This design comes from an exercise in tuning for small area, a short achievable clock period and few clock cycles per item on the open sky130 flow, not from production work.
Only simulation tests tie the RTL to the original design; equivalence was not proved.
Power figures rest on the tool's default switching activity, not on a simulated workload.

== the previous run ==
==> module cooperative_task_timer_table, before the edit <==
module cooperative_task_timer_table #(
	parameter int MAX_TASKS = 8
) (
	input  logic        clk,
	input  logic        arst_n,
	input  logic        s_tvalid,
	output logic        s_tready,
	input  logic [47:0] s_tdata,   
	input  logic [1:0]  s_tuser,   
	output logic        m_tvalid,
	input  logic        m_tready,
	output logic [15:0] m_tdata,   
	output logic [0:0]  m_tuser,   
	output logic        m_tlast
);
	localparam int N    = MAX_TASKS;
	localparam int TW   = ctt_pkg::TASKW;
	localparam int CW   = ctt_pkg::CNTW;
	localparam int NB   = CW / 4;                         
	localparam int SW   = ctt_pkg::SLOTW;
	localparam int BW   = SW + TW + ctt_pkg::STATW + 2;   
	logic [N-1:0]         valid_q;
	logic [N-1:0]         run_q;
	logic [N-1:0][TW-1:0] tid_q;
	logic [N-1:0][CW-1:0] ndly_q;    
	logic [N-1:0][CW-1:0] per_q;
	logic                 disp_q;    
	logic                 m_v_q;
	logic [BW-1:0]        m_q;
	logic                 sk_v_q;
	logic [BW-1:0]        sk_q;
	logic                 nrdy_q;    
	logic                 out_free;   
	logic                 push;       
	logic                 disp_d;
	logic                 sk_v_d;
	logic                 acc;
	logic                 do_tick, do_add, do_del, do_disp;
	logic                 disp_go;
	logic [N-1:0]         due;
	logic [N-1:0]         add_sel;
	logic [N-1:0]         disp_sel;
	logic [N-1:0]         del_sel;
	logic [SW-1:0]        add_idx;
	logic [SW-1:0]        disp_idx;
	logic [TW-1:0]        disp_tid;
	logic                 any_free;
	logic                 any_due;
	logic                 more_due;
	logic [BW-1:0]        beat;
	assign out_free = !m_v_q || m_tready;
	assign s_tready = !nrdy_q;
	assign acc      = s_tvalid && !nrdy_q;
	assign do_tick  = acc && (s_tuser == 2'd0);
	assign do_add   = acc && (s_tuser == 2'd1);
	assign do_del   = acc && (s_tuser == 2'd2);
	assign do_disp  = acc && (s_tuser == 2'd3);
	assign disp_go  = do_disp || (disp_q && !sk_v_q);
	assign push     = acc || (disp_q && !sk_v_q);
	assign due      = valid_q & run_q;
	always_comb begin
		add_sel  = '0;
		disp_sel = '0;
		add_idx  = SW'(N);
		disp_idx = '0;
		disp_tid = '0;
		any_free = 1'b0;
		any_due  = 1'b0;
		more_due = 1'b0;
		for (int i = N - 1; i >= 0; i--) begin
			if (!valid_q[i]) begin
				add_sel  = '0;
				add_sel[i] = 1'b1;
				add_idx  = SW'(i);
				any_free = 1'b1;
			end
		end
		for (int i = N - 1; i >= 0; i--) begin
			if (due[i]) begin
				more_due = any_due;
				disp_sel = '0;
				disp_sel[i] = 1'b1;
				disp_idx = SW'(i);
				disp_tid = tid_q[i];
				any_due  = 1'b1;
			end
		end
	end
	always_comb begin
		del_sel = '0;
		del_sel[s_tdata[42:40]] = 1'b1;
	end
	always_comb begin
		beat = {1'b1, 1'b0, ctt_pkg::ST_OK, TW'(0), SW'(0)};
		if (disp_q || s_tuser == 2'd3) begin
			if (any_due) beat = {!more_due, 1'b1, ctt_pkg::ST_OK, disp_tid, disp_idx};
		end else if (s_tuser == 2'd1) begin
			beat = {1'b1, 1'b0, any_free ? ctt_pkg::ST_OK : ctt_pkg::ST_FULL, TW'(0), add_idx};
		end else if (s_tuser == 2'd2) begin
			beat = {1'b1, 1'b0, valid_q[s_tdata[42:40]] ? ctt_pkg::ST_OK : ctt_pkg::ST_EMPTY,
			        TW'(0), SW'(s_tdata[42:40])};
		end
	end
	for (genvar i = 0; i < N; i++) begin : g_slot
		logic [CW-1:0] dly;         
		logic          zero;        
		logic          load;        
		logic          t_rl;        
		logic          t_dec;       
		logic          keep;        
		logic [CW-1:0] bor;         
		logic [CW-1:0] nxt;         
		assign dly   = ~ndly_q[i];
		assign zero  = (dly == '0);
		assign load  = do_add && add_sel[i];
		assign t_rl  = do_tick && zero;
		assign t_dec = do_tick && !zero;
		assign keep  = !(t_rl || load);
		for (genvar j = 0; j < CW; j++) begin : g_bor
			assign bor[j] = (j == 0) ? 1'b1 : (dly[j > 0 ? j - 1 : 0 : 0] == '0);
		end
		assign nxt = dly ^ ({CW{t_dec}} & bor);
		always_ff @(posedge clk) begin
			ndly_q[i] <= ~(({CW{t_rl}} & per_q[i]) | ({CW{load}} & s_tdata[23:8]) |
			               ({CW{keep}} & nxt));
		end
		always_ff @(posedge clk or negedge arst_n) begin
			if (!arst_n) begin
				valid_q[i] <= 1'b0;
			end else if (load) begin
				valid_q[i] <= 1'b1;
			end else if ((do_del && del_sel[i]) || (disp_go && disp_sel[i] && per_q[i] == '0)) begin
				valid_q[i] <= 1'b0;
			end
		end
		always_ff @(posedge clk) begin
			if (t_rl) begin
				run_q[i] <= 1'b1;
			end
			if (load) begin
				tid_q[i] <= s_tdata[7:0];
				per_q[i] <= s_tdata[39:24];
				run_q[i] <= 1'b0;
			end
			if (disp_go && disp_sel[i]) begin
				run_q[i] <= 1'b0;
			end
		end
	end
	assign disp_d = disp_go ? more_due : disp_q;
	assign sk_v_d = !out_free && (sk_v_q || push);
	always_ff @(posedge clk or negedge arst_n) begin
		if (!arst_n) begin
			disp_q <= 1'b0;
			m_v_q  <= 1'b0;
			sk_v_q <= 1'b0;
			nrdy_q <= 1'b0;
		end else begin
			disp_q <= disp_d;
			if (out_free) begin
				m_v_q <= sk_v_q || push;
			end
			sk_v_q <= sk_v_d;
			nrdy_q <= disp_d || sk_v_d;
		end
	end
	always_ff @(posedge clk) begin
		m_q <= ({BW{out_free && sk_v_q}} & sk_q) | ({BW{out_free && !sk_v_q}} & beat) |
		       ({BW{!out_free}} & m_q);
		if (push) begin
			sk_q <= beat;
		end
	end
	assign m_tvalid   = m_v_q;
	assign m_tdata    = {2'b00, m_q[SW+TW+1:0]};
	assign m_tuser[0] = m_q[BW-2];
	assign m_tlast    = m_q[BW-1];
endmodule
clock: 4.0 ns
lec_check: 0
cap_margin: 20
core_margin: 2
core_utilization: 40
cts_cluster_diameter: 100
cts_cluster_size: 24
setup_slack_margin: 1.7
slew_margin: 20
run.sh (not shown) runs the stock make flow with config.mk's settings and CLKGATE_MAP_FILE= SYNTH_SCRIPT=/design/flow/synth_recipe.tcl, a recipe that flattens the netlist after the stock synthesis.
Testbench counts of the previous run, summed over its fixed seeds: cycles 13,323, items 12,000.
diff inputs: the previous run => the current run
--- a/flow/design.v
+++ b/flow/design.v
@@ -66,22 +66,17 @@
 	localparam int BW   = SW + TW + ctt_pkg::STATW + 2;   
 	logic [N-1:0]         valid_q;
 	logic [N-1:0]         run_q;
 	logic [N-1:0][TW-1:0] tid_q;
 	logic [N-1:0][CW-1:0] ndly_q;    
 	logic [N-1:0][CW-1:0] per_q;
+	logic [N-1:0]         z_q;       
 	logic                 disp_q;    
 	logic                 m_v_q;
 	logic [BW-1:0]        m_q;
-	logic                 sk_v_q;
-	logic [BW-1:0]        sk_q;
-	logic                 nrdy_q;    
 	logic                 out_free;   
-	logic                 push;       
-	logic                 disp_d;
-	logic                 sk_v_d;
 	logic                 acc;
 	logic                 do_tick, do_add, do_del, do_disp;
 	logic                 disp_go;
 	logic [N-1:0]         due;
 	logic [N-1:0]         add_sel;
 	logic [N-1:0]         disp_sel;
@@ -90,22 +85,23 @@
 	logic [SW-1:0]        disp_idx;
 	logic [TW-1:0]        disp_tid;
 	logic                 any_free;
 	logic                 any_due;
 	logic                 more_due;
 	logic [BW-1:0]        beat;
+	logic                 in_z;      
 	assign out_free = !m_v_q || m_tready;
-	assign s_tready = !nrdy_q;
-	assign acc      = s_tvalid && !nrdy_q;
+	assign s_tready = !disp_q && out_free;
+	assign acc      = s_tvalid && s_tready;
 	assign do_tick  = acc && (s_tuser == 2'd0);
 	assign do_add   = acc && (s_tuser == 2'd1);
 	assign do_del   = acc && (s_tuser == 2'd2);
 	assign do_disp  = acc && (s_tuser == 2'd3);
-	assign disp_go  = do_disp || (disp_q && !sk_v_q);
-	assign push     = acc || (disp_q && !sk_v_q);
+	assign disp_go  = do_disp || (disp_q && out_free);
 	assign due      = valid_q & run_q;
+	assign in_z     = (s_tdata[23:8] == '0);
 	always_comb begin
 		add_sel  = '0;
 		disp_sel = '0;
 		add_idx  = SW'(N);
 		disp_idx = '0;
 		disp_tid = '0;
@@ -152,32 +148,37 @@
 		logic          load;        
 		logic          t_rl;        
 		logic          t_dec;       
 		logic          keep;        
 		logic [CW-1:0] bor;         
 		logic [CW-1:0] nxt;         
+		logic          pzero;       
+		logic          one;         
 		assign dly   = ~ndly_q[i];
-		assign zero  = (dly == '0);
+		assign zero  = z_q[i];
+		assign pzero = (per_q[i] == '0);
+		assign one   = (dly == CW'(1));
 		assign load  = do_add && add_sel[i];
 		assign t_rl  = do_tick && zero;
-		assign t_dec = do_tick && !zero;
+		assign t_dec = do_tick;
 		assign keep  = !(t_rl || load);
 		for (genvar j = 0; j < CW; j++) begin : g_bor
 			assign bor[j] = (j == 0) ? 1'b1 : (dly[j > 0 ? j - 1 : 0 : 0] == '0);
 		end
 		assign nxt = dly ^ ({CW{t_dec}} & bor);
 		always_ff @(posedge clk) begin
 			ndly_q[i] <= ~(({CW{t_rl}} & per_q[i]) | ({CW{load}} & s_tdata[23:8]) |
 			               ({CW{keep}} & nxt));
+			z_q[i]    <= (t_rl && pzero) || (load && in_z) || (keep && (do_tick ? one : zero));
 		end
 		always_ff @(posedge clk or negedge arst_n) begin
 			if (!arst_n) begin
 				valid_q[i] <= 1'b0;
 			end else if (load) begin
 				valid_q[i] <= 1'b1;
-			end else if ((do_del && del_sel[i]) || (disp_go && disp_sel[i] && per_q[i] == '0)) begin
+			end else if ((do_del && del_sel[i]) || (disp_go && disp_sel[i] && pzero)) begin
 				valid_q[i] <= 1'b0;
 			end
 		end
 		always_ff @(posedge clk) begin
 			if (t_rl) begin
 				run_q[i] <= 1'b1;
@@ -189,34 +190,28 @@
 			end
 			if (disp_go && disp_sel[i]) begin
 				run_q[i] <= 1'b0;
 			end
 		end
 	end
-	assign disp_d = disp_go ? more_due : disp_q;
-	assign sk_v_d = !out_free && (sk_v_q || push);
 	always_ff @(posedge clk or negedge arst_n) begin
 		if (!arst_n) begin
 			disp_q <= 1'b0;
 			m_v_q  <= 1'b0;
-			sk_v_q <= 1'b0;
-			nrdy_q <= 1'b0;
 		end else begin
-			disp_q <= disp_d;
+			if (disp_go) begin
+				disp_q <= more_due;
+			end
 			if (out_free) begin
-				m_v_q <= sk_v_q || push;
-			end
-			sk_v_q <= sk_v_d;
-			nrdy_q <= disp_d || sk_v_d;
+				m_v_q <= acc || disp_q;
+			end
 		end
 	end
 	always_ff @(posedge clk) begin
-		m_q <= ({BW{out_free && sk_v_q}} & sk_q) | ({BW{out_free && !sk_v_q}} & beat) |
-		       ({BW{!out_free}} & m_q);
-		if (push) begin
-			sk_q <= beat;
+		if (out_free) begin
+			m_q <= beat;
 		end
 	end
 	assign m_tvalid   = m_v_q;
 	assign m_tdata    = {2'b00, m_q[SW+TW+1:0]};
 	assign m_tuser[0] = m_q[BW-2];
 	assign m_tlast    = m_q[BW-1];
## What came out
Looking across the previous run and the current run, the single run that reached the end with no open violations was the previous run.
Compare the previous run and the current run | sequential power higher: the previous run
Going from the previous run to the current run, setup slack up 0.058 ns, count of cell types in the netlist down 13%, fraction of area in registers up 0.42 points, area of the placeable core down 2.9%, overall power of the completed layout up 0.14 mW.
Going from the previous run to the current run, the die area was shrunk.
Testbench counts of the current run, summed over its fixed seeds: cycles 13,323, items 12,000.

==> port drivers added, routing unchanged <==
How much do the figures lean on ideal ports? The routed layouts below were timed once more, with nothing changed but the port constraints.
Step 1 (the two cells are an assumption about what drives the block):
set clk [get_ports {clk}]
set_driving_cell -lib_cell sky130_fd_sc_hd__clkbuf_16 $clk
set_driving_cell -lib_cell sky130_fd_sc_hd__buf_2 [delete_from_list [all_inputs] $clk]
Step 2 adds t to the input delays and takes it off the output delays; t is the mean of the earliest and latest rising clock arrival at the registers after step 1. Input paths then give back, and output paths get back, about the clock's delay inside the block.
Three values: no drivers, after step 1, after step 2; two values: the first two.
run	shift t [ns]	setup WS [ns]	worst setup path at the end	worst data-port slew with drivers (ns)
the previous run	0.582	1.594 / 1.602 / 1.044	input to register	0.05
the current run	0.575	1.652 / 1.601 / 1.222	input to register	0.06
For the previous run, which loses most, drivers alone change the setup slack by +0.008 ns; drivers and shift together by -0.550 ns.
